From an optimization exercise on the open Yosys and OpenROAD flow, aimed at small area, a short achievable clock period and few clock cycles per item; shortcuts taken in it are not production practice.
Only simulation tests tie the RTL to the original design; equivalence was not proved.
Power is estimated from default activity; no workload was simulated.

==> flow/design.v (excerpt) <==
module nch_complex_square
#(
    parameter int WIDTH = 16,
    parameter int NCH   = 4,
    parameter int FRAC  = 14
) (
    input  logic                 clk,
    input  logic                 rst,
    input  logic [NCH*WIDTH-1:0] inReal,
    input  logic [NCH*WIDTH-1:0] inImag,
    input  logic                 inMode,
    input  logic                 inValid,
    output logic                 inReady,
    output logic [NCH*WIDTH-1:0] outReal,
    output logic [NCH*WIDTH-1:0] outImag,
    output logic                 outValid,
    input  logic                 outReady,
    output logic [NCH-1:0]       satFlag
);
Size: ~630 flip-flops, about 270 I/O pins, ~77000 µm² of cells after synthesis.
==> flow/config.mk <==
export PLATFORM = sky130hd
export DESIGN_NAME = nch_complex_square
export DESIGN_NICKNAME = nch_complex_square
export VERILOG_FILES = /design/flow/design.v
export SDC_FILE = /design/flow/constraint.sdc
export NUM_CORES = 4
export LEC_CHECK = 0
export CAP_MARGIN = 20
export CORE_MARGIN = 2
export CORE_UTILIZATION = 40
export SETUP_SLACK_MARGIN = 5.0
export SLEW_MARGIN = 20
==> flow/constraint.sdc <==
create_clock -name core_clock -period 9.0 [get_ports {clk}]
set_input_delay 1.8000 -clock core_clock [delete_from_list [all_inputs] [get_ports {clk}]]
set_output_delay 1.8000 -clock core_clock [all_outputs]
set_load 0.01 [all_outputs]
standard.sh (not shown) runs the stock make flow with config.mk's settings and CLKGATE_MAP_FILE= SYNTH_SCRIPT=/design/flow/synth_recipe.tcl, a recipe that flattens the netlist after the stock synthesis.
==> flow/flow/run.sh <==
#!/bin/bash
# Layout flow: the standard layout, with one change to synthesis: the
# coarse-to-fine synth step runs without its quick ABC pass, so that
# extract_fa sees the design's full adders as written (the ABC pass rewrites
# their polarity and leaves inverters between adders). The final ABC mapping,
# the flip-flop mapping and every later step are the standard ones.
set -euo pipefail
work=$(pwd)
# The synthesis script: the standard flow's own, with its synth wrapper adding -noabc to
# the "fine:" run only.
sed '1s/.*/proc synth {args} { if {[lsearch -exact $args "fine:"] >= 0} { yosys synth -nofsm -noshare -noabc {*}$args } else { yosys synth -nofsm -noshare {*}$args } }/' \
  "$work/synth_recipe.tcl" > "$work/noabc_synth.tcl"
grep -q 'noabc' "$work/noabc_synth.tcl"
sed "s#/synth_recipe.tcl#/noabc_synth.tcl#" "$work/standard.sh" > "$work/noabc_standard.sh"
grep -q 'noabc_synth.tcl' "$work/noabc_standard.sh"
bash "$work/noabc_standard.sh" finish > "$work/flow_make.log" 2>&1
The starting point ran to the end with no violations.
Testbench counts at the start, summed over its fixed seeds: cycles 12,024, items 12,000.
Change:
==> flow/flow/run.sh (replaced) <==
#!/bin/bash
# Layout flow: the standard layout, with two changes:
# - synthesis: the coarse-to-fine synth step runs without its quick ABC pass,
#   so that extract_fa sees the design's full adders as written (the ABC pass
#   rewrites their polarity and leaves inverters between adders). The final
#   ABC mapping, the flip-flop mapping and the rest are the standard ones.
# - placement: every input and output port still gets its buffer, but a plain
#   buf_1 (resized later where timing needs it) instead of the delay cell
#   clkdlybuf4s50_1 that buffer_ports picks by default.
set -euo pipefail
work=$(pwd)
# The synthesis script: the standard flow's own, with its synth wrapper adding -noabc to
# the "fine:" run only.
sed '1s/.*/proc synth {args} { if {[lsearch -exact $args "fine:"] >= 0} { yosys synth -nofsm -noshare -noabc {*}$args } else { yosys synth -nofsm -noshare {*}$args } }/' \
  "$work/synth_recipe.tcl" > "$work/noabc_synth.tcl"
grep -q 'noabc' "$work/noabc_synth.tcl"
sed "s#/synth_recipe.tcl#/noabc_synth.tcl#" "$work/standard.sh" > "$work/noabc_standard.sh"
grep -q 'noabc_synth.tcl' "$work/noabc_standard.sh"
bash "$work/noabc_standard.sh" "BUFFER_PORTS_ARGS=-buffer_cell sky130_fd_sc_hd__buf_1" finish > "$work/flow_make.log" 2>&1
- SETUP_SLACK_MARGIN: 5.0 -> 4.85
The new run finished with timing, DRC and antenna clean.
Worst hold slack gets better by 0.0066 ns.
Clock power climbs by about 1%.
Via count went down by about 3.4%.
Cell area went down by 6.6%.
Sequential share of layout area went up by 1.5 points.
Wire length falls by 6.3%.
Utilization went down by 3.2 points.
Power drops by 1.9%.
Change:
- GPL_TIMING_DRIVEN: default -> 0
Outcome: Hold slack is worse by 0.016 ns. Critical path depth goes up by 2. Routed wire length is higher by 10%. Clock-buffer cell count climbs by 5. Cell area rose by 4.4%. Sequential cell count is unchanged.

* * *

nch_complex_square again, from the RTL that the note above started with.
export LEC_CHECK = 0
export CAP_MARGIN = 20
export CORE_MARGIN = 2
export CORE_UTILIZATION = 40
export SETUP_SLACK_MARGIN = 4.85
export SLEW_MARGIN = 20
create_clock -name core_clock -period 9.0 [get_ports {clk}]
==> flow/flow/run.sh <==
#!/bin/bash
set -euo pipefail
work=$(pwd)
# The synthesis script: the standard flow's own, with its synth wrapper adding -noabc to
# the "fine:" run only.
sed '1s/.*/proc synth {args} { if {[lsearch -exact $args "fine:"] >= 0} { yosys synth -nofsm -noshare -noabc {*}$args } else { yosys synth -nofsm -noshare {*}$args } }/' \
  "$work/synth_recipe.tcl" > "$work/noabc_synth.tcl"
grep -q 'noabc' "$work/noabc_synth.tcl"
sed "s#/synth_recipe.tcl#/noabc_synth.tcl#" "$work/standard.sh" > "$work/noabc_standard.sh"
grep -q 'noabc_synth.tcl' "$work/noabc_standard.sh"
bash "$work/noabc_standard.sh" "BUFFER_PORTS_ARGS=-buffer_cell sky130_fd_sc_hd__buf_1" SKIP_GATE_CLONING=1 finish > "$work/flow_make.log" 2>&1
Testbench counts at the start, summed over its fixed seeds: cycles 12,024, items 12,000.
Change:
--- a/flow/flow/run.sh
+++ b/flow/flow/run.sh
@@ -1,2 +1,10 @@
 #!/bin/bash
+# Layout flow: the standard layout, with two changes:
+# - synthesis: the coarse-to-fine synth step runs without its quick ABC pass,
+#   so that extract_fa sees the design's full adders as written (the ABC pass
+#   rewrites their polarity and leaves inverters between adders). The final
+#   ABC mapping, the flip-flop mapping and the rest are the standard ones.
+# - placement: every input and output port still gets its buffer, but a plain
+#   buf_1 (resized later where timing needs it) instead of the delay cell
+#   clkdlybuf4s50_1 that buffer_ports picks by default.
 set -euo pipefail
@@ -10,2 +18,2 @@
 grep -q 'noabc_synth.tcl' "$work/noabc_standard.sh"
-bash "$work/noabc_standard.sh" "BUFFER_PORTS_ARGS=-buffer_cell sky130_fd_sc_hd__buf_1" SKIP_GATE_CLONING=1 finish > "$work/flow_make.log" 2>&1
+bash "$work/noabc_standard.sh" "BUFFER_PORTS_ARGS=-buffer_cell sky130_fd_sc_hd__buf_1" finish > "$work/flow_make.log" 2>&1
Settings changed: SETUP_SLACK_MARGIN 4.85 to 5.0, TNS_END_PERCENT set to 0.
The changed run ran to the end with no violations.
Total power went down by about 1%.
Setup slack degrades by 0.079 ns.
Wire length went down by 2.6%.
Design area went down by about 1.1%.
Die area stays the same.
Final cell count stays flat.
Via count stays flat.

-- static timing again, ports no longer ideal --
In the flow no input, the clock included, has a driving cell. The finished layouts below were timed again as built, in two steps.
Step 1 (the two cells are an assumption about what drives the block):
set clk [get_ports {clk}]
set_driving_cell -lib_cell sky130_fd_sc_hd__clkbuf_16 $clk
set_driving_cell -lib_cell sky130_fd_sc_hd__buf_2 [delete_from_list [all_inputs] $clk]
Step 2 also shifts input and output timing later by t, the mid clock arrival at the registers, as if the neighbouring blocks saw the same clock.
Three values: ideal, step 1, step 2; two values: the first two.
| run | t, ns | setup WS [ns] | clock arrival spread, ns | slew at the worst register clock pin (ns) | worst slew at a driven data input, ns |
|---|---|---|---|---|---|
| the first run of note 1 | 0.792 | 4.868 / 4.836 / 4.316 | 0.033 / 0.033 | 0.07 / 0.07 | 0.11 |
| the second run of note 1 | 0.813 | 4.831 / 4.790 / 4.437 | 0.041 / 0.042 | 0.07 / 0.07 | 0.12 |
| the third run of note 1 | 0.812 | 4.579 / 4.541 / 4.541 | 0.035 / 0.035 | 0.06 / 0.06 | 0.07 |
| the first run of note 2 | 0.813 | 4.861 / 4.836 / 4.393 | 0.041 / 0.042 | 0.07 / 0.07 | 0.14 |
| the second run of note 2 | 0.811 | 4.781 / 4.743 / 4.536 | 0.045 / 0.045 | 0.07 / 0.07 | 0.11 |
After both steps every run listed still meets setup and hold. The setup slack of the first run of note 1, which loses most, moves by -0.032 ns with the drivers and by -0.552 ns with both steps.
